Context: an optimization exercise on an open-source flow, tuned for small area. The choices shown serve that exercise and are no tape-out recipe.
In this exercise RTL edits were held to simulation tests only and were not proved equivalent to the original.
Power figures rest on the tool's default switching activity, not on a simulated workload.

==> 06-21 <==
// synth_top
module synth_top (
  input logic Clk,
  input logic reset,
  input logic midi_in,
  output logic pdm_out,
  output logic [4-1:0] voice_active,
  output logic signed [18-1:0] mix_sample,
  output logic mix_valid
);
==> module voice_alloc, before the edit <==
module voice_alloc (
  input logic Clk,
  input logic reset,
  input logic ev_valid,
  input logic ev_cmd,  
  input logic [6:0] ev_note,
  input logic [1:0] vis,
  input logic [6:0] cur_note,  
  output logic [4-1:0] voice_active,
  output logic [1:0] wr_slot,
  output logic wr_pend
);
  localparam logic NOTE_ON = 1'b0;
  localparam logic NOTE_OFF = 1'b1;
  localparam logic [1:0] SCAN_IDLE = 2'd0;
  localparam logic [1:0] SCAN_MATCH = 2'd1;
  localparam logic [1:0] SCAN_FREE = 2'd2;
  localparam logic [1:0] SCAN_START = 2'd3;  
  logic [1:0] state;
  logic [1:0] idx;
  logic [4-1:0] match;
  logic hit;
  logic slot_free;
  logic at_last;
  assign wr_slot = idx;
  assign hit = voice_active[idx] && match[idx];
  always_ff @(posedge Clk) begin
    for (int i = 0; i < 4; i++) begin
      if (vis == 2'(i)) match[i] <= (cur_note == ev_note);
    end
  end
  assign slot_free = !voice_active[idx];
  assign at_last = (idx == 2'd3);
  always_ff @(posedge Clk) begin
    if (reset) begin
      state <= SCAN_IDLE;
      idx <= '0;
      voice_active <= '0;
      wr_pend <= 1'b0;
    end else begin
      if (wr_pend && vis == idx) wr_pend <= 1'b0;
      case (state)
        SCAN_IDLE: begin
          if (ev_valid) state <= SCAN_START;
        end
        SCAN_START: begin
          state <= SCAN_MATCH;
          idx <= '0;
        end
        SCAN_MATCH: begin
          if (hit) begin
            if (ev_cmd == NOTE_OFF) voice_active[idx] <= 1'b0;
            state <= SCAN_IDLE;
          end else if (!at_last) begin
            idx <= idx + 1'b1;
          end else if (ev_cmd == NOTE_ON) begin
            state <= SCAN_FREE;
            idx <= '0;
          end else begin
            state <= SCAN_IDLE;
          end
        end
        SCAN_FREE: begin
          if (slot_free) begin
            voice_active[idx] <= 1'b1;
            wr_pend <= 1'b1;
            state <= SCAN_IDLE;
          end else if (!at_last) begin
            idx <= idx + 1'b1;
          end else begin
            state <= SCAN_IDLE;
          end
        end
      endcase
    end
  end
endmodule
clock: 40.0 ns
lec_check: 0
abc_area: 1
cap_margin: 20
core_margin: 2
core_utilization: 60
slew_margin: 20
standard.sh (not shown) runs the stock make flow with config.mk's settings and CLKGATE_MAP_FILE= SYNTH_SCRIPT=/design/flow/synth_recipe.tcl, a recipe that flattens the netlist after the stock synthesis.
==> flow/flow/run.sh <==
#!/bin/bash
# Standard synthesis, then the combinational logic is re-mapped with a
# stronger ABC script (registers untouched), then the standard layout steps,
# with no dummy clock loads and buf_1 port buffers.
set -euo pipefail
HERE=$(pwd)
RES=$HERE/orfs/results/$FLOW_PLATFORM/synth_top/base
YOSYS=${YOSYS_EXE:-$FLOW_HOME/../tools/install/yosys/bin/yosys}
[ -x "$YOSYS" ] || YOSYS=yosys
LIB=$FLOW_HOME/platforms/$FLOW_PLATFORM/lib/sky130_fd_sc_hd__tt_025C_1v80.lib

bash standard.sh synth > std_synth.log 2>&1

# liberty without the platform's dont-use cells, for ABC
DONT_USE=$(sed -n '/^export DONT_USE_CELLS += /,/^#/p' $FLOW_HOME/platforms/$FLOW_PLATFORM/config.mk | grep -oE "sky130_fd_sc_hd__[a-z0-9_]+" | tr '\n' ' ')
python3 flow/filtlib.py $LIB remap.lib $DONT_USE > filtlib.log 2>&1
# cells kept as they are: registers, adder cells and tie cells
KEEP='sky130_fd_sc_hd__df* sky130_fd_sc_hd__edf* sky130_fd_sc_hd__sdf* sky130_fd_sc_hd__sedf* sky130_fd_sc_hd__dl* sky130_fd_sc_hd__fa_* sky130_fd_sc_hd__fah* sky130_fd_sc_hd__ha_* sky130_fd_sc_hd__conb_*'
python3 flow/filtlib.py remap.lib remap_comb.lib $KEEP >> filtlib.log 2>&1
python3 flow/filtlib.py remap.lib remap_keep.lib --keep $KEEP >> filtlib.log 2>&1

cp $RES/1_2_yosys.v yosys_standard.v
# a few ABC scripts in parallel; the smallest netlist is used
NF='&get,-n;&dch,-f;&nf,-p,-R,1000;&put'
SCRIPTS=(
  "+strash;$NF"
)
for i in "${!SCRIPTS[@]}"; do
  REMAP_ABC="${SCRIPTS[$i]}" REMAP_LIB=$HERE/remap.lib REMAP_COMB_LIB=$HERE/remap_comb.lib REMAP_KEEP_LIB=$HERE/remap_keep.lib \
    REMAP_IN=$HERE/yosys_standard.v REMAP_OUT=$HERE/yosys_remap_$i.v \
    $YOSYS -c flow/remap.tcl > remap_$i.log 2>&1 &
done
wait
best=""; best_area=""
for i in "${!SCRIPTS[@]}"; do
  [ -f yosys_remap_$i.v ] && grep -q "Found and reported 0 problems" remap_$i.log || continue
  area=$(grep "Chip area for module" yosys_remap_$i.v.stat.txt | awk '{print $NF}')
  echo "script $i: area $area: ${SCRIPTS[$i]}" >> remap_choice.log
  if [ -z "$best" ] || awk "BEGIN{exit !($area < $best_area)}"; then best=$i; best_area=$area; fi
done
[ -n "$best" ] || { echo "no remap succeeded" >&2; exit 1; }
echo "chosen: script $best" >> remap_choice.log
cp yosys_remap_$best.v yosys_remap.v
cp yosys_remap.v $RES/1_2_yosys.v
rm -f $RES/1_synth.odb $RES/1_synth.sdc

bash standard.sh \
  "CTS_ARGS=-sink_clustering_enable -repair_clock_nets -dont_use_dummy_load -sink_clustering_size 10 -sink_clustering_max_diameter 60 -buf_list sky130_fd_sc_hd__clkbuf_4" \
  "BUFFER_PORTS_ARGS=-buffer_cell sky130_fd_sc_hd__buf_1" \
  finish > std_finish.log 2>&1

# the filtered libraries are large and only inputs; keep the logs
rm -f remap.lib remap_comb.lib remap_keep.lib
==> flow/flow/remap.tcl <==
# Re-map the combinational logic of the standard synthesis netlist with a
# stronger ABC script. Registers, adder cells and tie cells stay exactly as
# the standard synthesis made them (same instances, names and cell types).
yosys -import
set lib $::env(REMAP_LIB)
# combinational cells as logic, kept cells as black boxes
read_liberty -ignore_miss_func $::env(REMAP_COMB_LIB)
read_liberty -lib $::env(REMAP_KEEP_LIB)
read_verilog $::env(REMAP_IN)
hierarchy -top $::env(FLOW_TOP)
flatten -noscopeinfo
opt_clean -purge
tee -o $::env(REMAP_OUT).pre_stat.txt stat -liberty $lib
abc -liberty $lib -script $::env(REMAP_ABC)
setundef -zero
splitnets
opt_clean -purge
hilomap -singleton -hicell sky130_fd_sc_hd__conb_1 HI -locell sky130_fd_sc_hd__conb_1 LO
insbuf -buf sky130_fd_sc_hd__buf_1 A X
opt_clean -purge
tee -o $::env(REMAP_OUT).stat.txt stat -liberty $lib
select $::env(FLOW_TOP)
write_verilog -noattr -nohex -nodec -selected $::env(REMAP_OUT)
# check the written netlist against the full library
design -reset
read_liberty -lib $lib
read_verilog $::env(REMAP_OUT)
hierarchy -check -top $::env(FLOW_TOP)
check -assert -mapped
Other scripts of this flow, unchanged in this note and not shown: flow/flow/filtlib.py
==> 02-27 (differences from 06-21) <==
--- a/flow/design.v
+++ b/flow/design.v
@@ -109,38 +109,41 @@
 module voice_alloc (
   input logic Clk,
   input logic reset,
   input logic ev_valid,
   input logic ev_cmd,  
   input logic [6:0] ev_note,
   input logic [1:0] vis,
-  input logic [6:0] cur_note,  
+  input logic [4*7-1:0] ring_note,  
   output logic [4-1:0] voice_active,
   output logic [1:0] wr_slot,
   output logic wr_pend
 );
   localparam logic NOTE_ON = 1'b0;
   localparam logic NOTE_OFF = 1'b1;
   localparam logic [1:0] SCAN_IDLE = 2'd0;
   localparam logic [1:0] SCAN_MATCH = 2'd1;
   localparam logic [1:0] SCAN_FREE = 2'd2;
   localparam logic [1:0] SCAN_START = 2'd3;  
   logic [1:0] state;
   logic [1:0] idx;
-  logic [4-1:0] match;
+  logic [1:0] pos;
+  logic [6:0] idx_note;
   logic hit;
   logic slot_free;
   logic at_last;
+  assign pos = idx - vis;
   assign wr_slot = idx;
-  assign hit = voice_active[idx] && match[idx];
-  always_ff @(posedge Clk) begin
+  always_comb begin
+    idx_note = '0;
     for (int i = 0; i < 4; i++) begin
-      if (vis == 2'(i)) match[i] <= (cur_note == ev_note);
+      if (pos == 2'(i)) idx_note = ring_note[7*i +: 7];
     end
   end
+  assign hit = voice_active[idx] && (idx_note == ev_note);
   assign slot_free = !voice_active[idx];
   assign at_last = (idx == 2'd3);
   always_ff @(posedge Clk) begin
     if (reset) begin
       state <= SCAN_IDLE;
       idx <= '0;
       voice_active <= '0;
@@ -188,35 +191,37 @@
   input logic Clk,
   input logic reset,
   input logic [4-1:0] voice_active,
   input logic [6:0] new_note,
   input logic [1:0] wr_slot,
   input logic wr_pend,
   output logic [1:0] vis,
-  output logic [6:0] cur_note,  
+  output logic [4*7-1:0] ring_note,
   output logic signed [18-1:0] mix_sample,
   output logic mix_valid,
   output logic signed [18-1:0] held
 );
   logic [24-1:0] ph0, ph1, ph2, ph3;  
   logic [6:0] nt0, nt1, nt2, nt3;  
   logic first;  
+  logic [6:0] cur_note;
   logic cur_active;
   logic [24-1:0] inc;
   logic [24-1:0] psum;
   logic [24:0] pc;
   logic [24-1:0] next_phase;
   logic [7:0] addr;
   logic [14:0] qmag;
   logic neg;
   logic [18-1:0] addend;
   logic [18-1:0] part;
   logic [18:0] fc;
   logic [18-1:0] fsum;
   logic signed [18-1:0] frame;
+  assign ring_note = {nt3, nt2, nt1, nt0};
   assign cur_note = (wr_pend && wr_slot == vis) ? new_note : nt0;
   assign cur_active = voice_active[vis];
   logic [13:0] inc14;
   inc_net u_inc (.a(cur_note), .y(inc14));  
   assign inc = 24'(inc14);
   always_comb begin
     pc[0] = 1'b0;
@@ -250,24 +255,23 @@
     end
   end
   assign mix_sample = mix_valid ? frame : held;
   always_ff @(posedge Clk) begin
     if (reset) begin
       vis <= '0;
       first <= 1'b1;
+      frame <= '0;
       held <= '0;
     end else begin
       vis <= vis + 1'b1;
       if (vis == 2'd2) first <= 1'b0;
+      frame <= first ? '0 : fsum;
       if (mix_valid) held <= frame;
     end
   end
-  always_ff @(posedge Clk) begin
-    frame <= fsum;
-  end
 endmodule
 module qsin_net (input logic [6:0] u, output logic [14:0] y);
   logic n0;
   logic n1;
   logic n2;
   logic n3;
   logic n4;
@@ -1223,15 +1227,15 @@
 );
   logic [7:0] rx_byte;
   logic rx_valid;
   logic ev_valid;
   logic ev_cmd;
   logic [6:0] ev_note;
   logic [1:0] vis;
-  logic [6:0] cur_note;
+  logic [4*7-1:0] ring_note;
   logic [1:0] wr_slot;
   logic wr_pend;
   logic signed [18-1:0] held;
   midi_uart_rx u_rx (
     .Clk(Clk),
     .reset(reset),
     .midi_in(midi_in),
@@ -1250,28 +1254,28 @@
   voice_alloc u_alloc (
     .Clk(Clk),
     .reset(reset),
     .ev_valid(ev_valid),
     .ev_cmd(ev_cmd),
     .ev_note(ev_note),
     .vis(vis),
-    .cur_note(cur_note),
+    .ring_note(ring_note),
     .voice_active(voice_active),
     .wr_slot(wr_slot),
     .wr_pend(wr_pend)
   );
   voice_osc u_osc (
     .Clk(Clk),
     .reset(reset),
     .voice_active(voice_active),
     .new_note(ev_note),
     .wr_slot(wr_slot),
     .wr_pend(wr_pend),
     .vis(vis),
-    .cur_note(cur_note),
+    .ring_note(ring_note),
     .mix_sample(mix_sample),
     .mix_valid(mix_valid),
     .held(held)
   );
   sigma_delta_dac u_dac (
     .Clk(Clk),
     .reset(reset),
==> flow/flow/run.sh (replaced) <==
#!/bin/bash
# Standard synthesis, then the combinational logic is re-mapped with a
# stronger ABC script (registers untouched), then the standard layout steps,
# with no dummy clock loads and buf_1 port buffers.
set -euo pipefail
HERE=$(pwd)
RES=$HERE/orfs/results/$FLOW_PLATFORM/synth_top/base
YOSYS=${YOSYS_EXE:-$FLOW_HOME/../tools/install/yosys/bin/yosys}
[ -x "$YOSYS" ] || YOSYS=yosys
LIB=$FLOW_HOME/platforms/$FLOW_PLATFORM/lib/sky130_fd_sc_hd__tt_025C_1v80.lib

bash standard.sh synth > std_synth.log 2>&1

# liberty without the platform's dont-use cells, for ABC
DONT_USE=$(sed -n '/^export DONT_USE_CELLS += /,/^#/p' $FLOW_HOME/platforms/$FLOW_PLATFORM/config.mk | grep -oE "sky130_fd_sc_hd__[a-z0-9_]+" | tr '\n' ' ')
python3 flow/filtlib.py $LIB remap.lib $DONT_USE > filtlib.log 2>&1
# cells kept as they are: registers, adder cells and tie cells
KEEP='sky130_fd_sc_hd__df* sky130_fd_sc_hd__edf* sky130_fd_sc_hd__sdf* sky130_fd_sc_hd__sedf* sky130_fd_sc_hd__dl* sky130_fd_sc_hd__fa_* sky130_fd_sc_hd__fah* sky130_fd_sc_hd__ha_* sky130_fd_sc_hd__conb_*'
python3 flow/filtlib.py remap.lib remap_comb.lib $KEEP >> filtlib.log 2>&1
python3 flow/filtlib.py remap.lib remap_keep.lib --keep $KEEP >> filtlib.log 2>&1

cp $RES/1_2_yosys.v yosys_standard.v
REMAP_LIB=$HERE/remap.lib REMAP_COMB_LIB=$HERE/remap_comb.lib REMAP_KEEP_LIB=$HERE/remap_keep.lib REMAP_IN=$HERE/yosys_standard.v REMAP_OUT=$HERE/yosys_remap.v \
  $YOSYS -c flow/remap.tcl > remap.log 2>&1
cp yosys_remap.v $RES/1_2_yosys.v
rm -f $RES/1_synth.odb $RES/1_synth.sdc

bash standard.sh \
  "CTS_ARGS=-sink_clustering_enable -repair_clock_nets -dont_use_dummy_load -sink_clustering_size ${CTS_SIZE:-8} -sink_clustering_max_diameter ${CTS_DIAM:-50} -buf_list sky130_fd_sc_hd__clkbuf_4" \
  "BUFFER_PORTS_ARGS=-buffer_cell sky130_fd_sc_hd__buf_1" \
  finish > std_finish.log 2>&1

# the filtered libraries are large and only inputs; keep the logs
rm -f remap.lib remap_comb.lib remap_keep.lib
--- a/flow/flow/remap.tcl
+++ b/flow/flow/remap.tcl
@@ -7,20 +7,20 @@
 read_liberty -ignore_miss_func $::env(REMAP_COMB_LIB)
 read_liberty -lib $::env(REMAP_KEEP_LIB)
 read_verilog $::env(REMAP_IN)
 hierarchy -top $::env(FLOW_TOP)
 flatten -noscopeinfo
 opt_clean -purge
 tee -o $::env(REMAP_OUT).pre_stat.txt stat -liberty $lib
-abc -liberty $lib -script $::env(REMAP_ABC)
+abc -liberty $lib -script "+strash;&get,-n;&dch,-f;&nf,-R,1000;&put"
 setundef -zero
 splitnets
 opt_clean -purge
 hilomap -singleton -hicell sky130_fd_sc_hd__conb_1 HI -locell sky130_fd_sc_hd__conb_1 LO
-insbuf -buf sky130_fd_sc_hd__buf_1 A X
+insbuf -buf sky130_fd_sc_hd__buf_4 A X
 opt_clean -purge
 tee -o $::env(REMAP_OUT).stat.txt stat -liberty $lib
 select $::env(FLOW_TOP)
 write_verilog -noattr -nohex -nodec -selected $::env(REMAP_OUT)
 # check the written netlist against the full library
 design -reset
 read_liberty -lib $lib
==> flow/config.mk (replaced) <==
export PLATFORM = sky130hd
export DESIGN_NAME = synth_top
export DESIGN_NICKNAME = synth_top
export VERILOG_FILES = /design/flow/design.v
export SDC_FILE = /design/flow/constraint.sdc
export NUM_CORES = 4
export LEC_CHECK = 0
export ABC_AREA = 1
export CAP_MARGIN = 20
export CORE_MARGIN = 2
export CORE_UTILIZATION = 40
export CTS_BUF_LIST = sky130_fd_sc_hd__clkbuf_4
export CTS_CLUSTER_DIAMETER = 50
export CTS_CLUSTER_SIZE = 8
export SLEW_MARGIN = 20
==> 03-09 (differences from 06-21) <==
--- a/flow/design.v
+++ b/flow/design.v
@@ -136,21 +136,19 @@
     for (int i = 0; i < 4; i++) begin
       if (vis == 2'(i)) match[i] <= (cur_note == ev_note);
     end
   end
   assign slot_free = !voice_active[idx];
   assign at_last = (idx == 2'd3);
   always_ff @(posedge Clk) begin
+    if (wr_pend && vis == idx) wr_pend <= 1'b0;
     if (reset) begin
       state <= SCAN_IDLE;
-      idx <= '0;
       voice_active <= '0;
-      wr_pend <= 1'b0;
     end else begin
-      if (wr_pend && vis == idx) wr_pend <= 1'b0;
       case (state)
         SCAN_IDLE: begin
           if (ev_valid) state <= SCAN_START;
         end
         SCAN_START: begin
           state <= SCAN_MATCH;
           idx <= '0;
--- a/flow/flow/run.sh
+++ b/flow/flow/run.sh
@@ -20,14 +20,17 @@
 python3 flow/filtlib.py remap.lib remap_keep.lib --keep $KEEP >> filtlib.log 2>&1
 
 cp $RES/1_2_yosys.v yosys_standard.v
 # a few ABC scripts in parallel; the smallest netlist is used
 NF='&get,-n;&dch,-f;&nf,-p,-R,1000;&put'
 SCRIPTS=(
   "+strash;$NF"
+  "+strash;$NF;strash;$NF"
+  "+strash;&get,-n;&deepsyn,-T,300;&put;$NF"
+  "+strash;&get,-n;&deepsyn,-T,300,-S,7;&put;$NF"
 )
 for i in "${!SCRIPTS[@]}"; do
   REMAP_ABC="${SCRIPTS[$i]}" REMAP_LIB=$HERE/remap.lib REMAP_COMB_LIB=$HERE/remap_comb.lib REMAP_KEEP_LIB=$HERE/remap_keep.lib \
     REMAP_IN=$HERE/yosys_standard.v REMAP_OUT=$HERE/yosys_remap_$i.v \
     $YOSYS -c flow/remap.tcl > remap_$i.log 2>&1 &
 done
 wait
==> flow/config.mk (replaced) <==
export PLATFORM = sky130hd
export DESIGN_NAME = synth_top
export DESIGN_NICKNAME = synth_top
export VERILOG_FILES = /design/flow/design.v
export SDC_FILE = /design/flow/constraint.sdc
export NUM_CORES = 4
export LEC_CHECK = 0
export ABC_AREA = 1
export CAP_MARGIN = 5
export CORE_MARGIN = 2
export CORE_UTILIZATION = 60
export SLEW_MARGIN = 5
==> notes <==
- 02-27 produced a clean layout. 06-21 produced a clean layout. 03-09 ran to the end with no violations.
- Sequential share of layout area, lowest first: 02-27, 06-21, 03-09.
- First-iteration DRC count: 06-21 < 02-27 < 03-09.
- Critical path depth: 06-21 is lower than 02-27 (1).
- Of 03-09 and 06-21, 03-09 has the higher combinational power (gap about 4%, measured against 06-21).
- Hold slack: 02-27 < 06-21 < 03-09.
- The highest cell area belongs to 02-27, the lowest to 03-09.
==> figures <==
                                                                  06-21                 03-09                  02-27
Slew margin rel.                                                  25.5%                 23.9%                  31.6%
Setup slack of the critical path after layout                  27.51 ns              26.94 ns               27.23 ns
Routed length on met1                                           8300 um               8360 um                8910 um
Worst EP arrival                                               13.03 ns              13.57 ns               13.29 ns
HP Start                                       u_osc.ph3[15]$_SDFF_PN0_  u_osc.ph2[0]$_DFF_P_  u_osc.ph1[22]$_DFF_P_
Status                                                   finished clean        finished clean         finished clean
Avg Synthesized Cell Area                                     10.5 um^2             10.8 um^2              10.3 um^2
Static leakage                                                  3.95 nW               3.95 nW                3.99 nW
Filler cell count in the final layout                              1308                  1184                   2249
Vias in the first global route                                     6460                  6330                   6622
Min Hold Slack                                                 0.270 ns              0.320 ns               0.268 ns
Ratio of layout area to synthesized area                         1.064x                1.065x                 1.082x
VDD IR-drop max                                             0.0000465 V           0.0000673 V            0.0000380 V
Combinational power share                                         47.8%                 48.1%                  42.7%

afterwards: timing with drivers on the ports:
No port has a modelled driver above. Below, the same layouts with a new extraction and two added sets of constraints. Step 1 sets driving cells, clkbuf_16 on the clock port and buf_2 on the other inputs (assumed; they add their load-dependent delay and slew). Step 2 moves the port delays by t, midway between the first and last clock arrival at a register: inputs arrive t later, outputs are due t later. That takes back most of the time a late clock gives input paths. Slacks: no drivers / after step 1 / after step 2; pairs: no drivers / after step 1.
run	t, ns	setup slack, ns	hold slack, ns	worst register clock-pin slew, ns	worst slew at a driven data input, ns
06-21	0.658	27.508 / 27.508 / 27.508	0.270 / 0.270 / 0.270	0.11 / 0.11	0.03
02-27	0.631	27.232 / 27.232 / 27.232	0.268 / 0.268 / 0.268	0.10 / 0.10	0.03
03-09	0.631	26.945 / 26.945 / 26.945	0.320 / 0.320 / 0.320	0.12 / 0.12	0.03
After both steps every run listed still meets setup and hold.
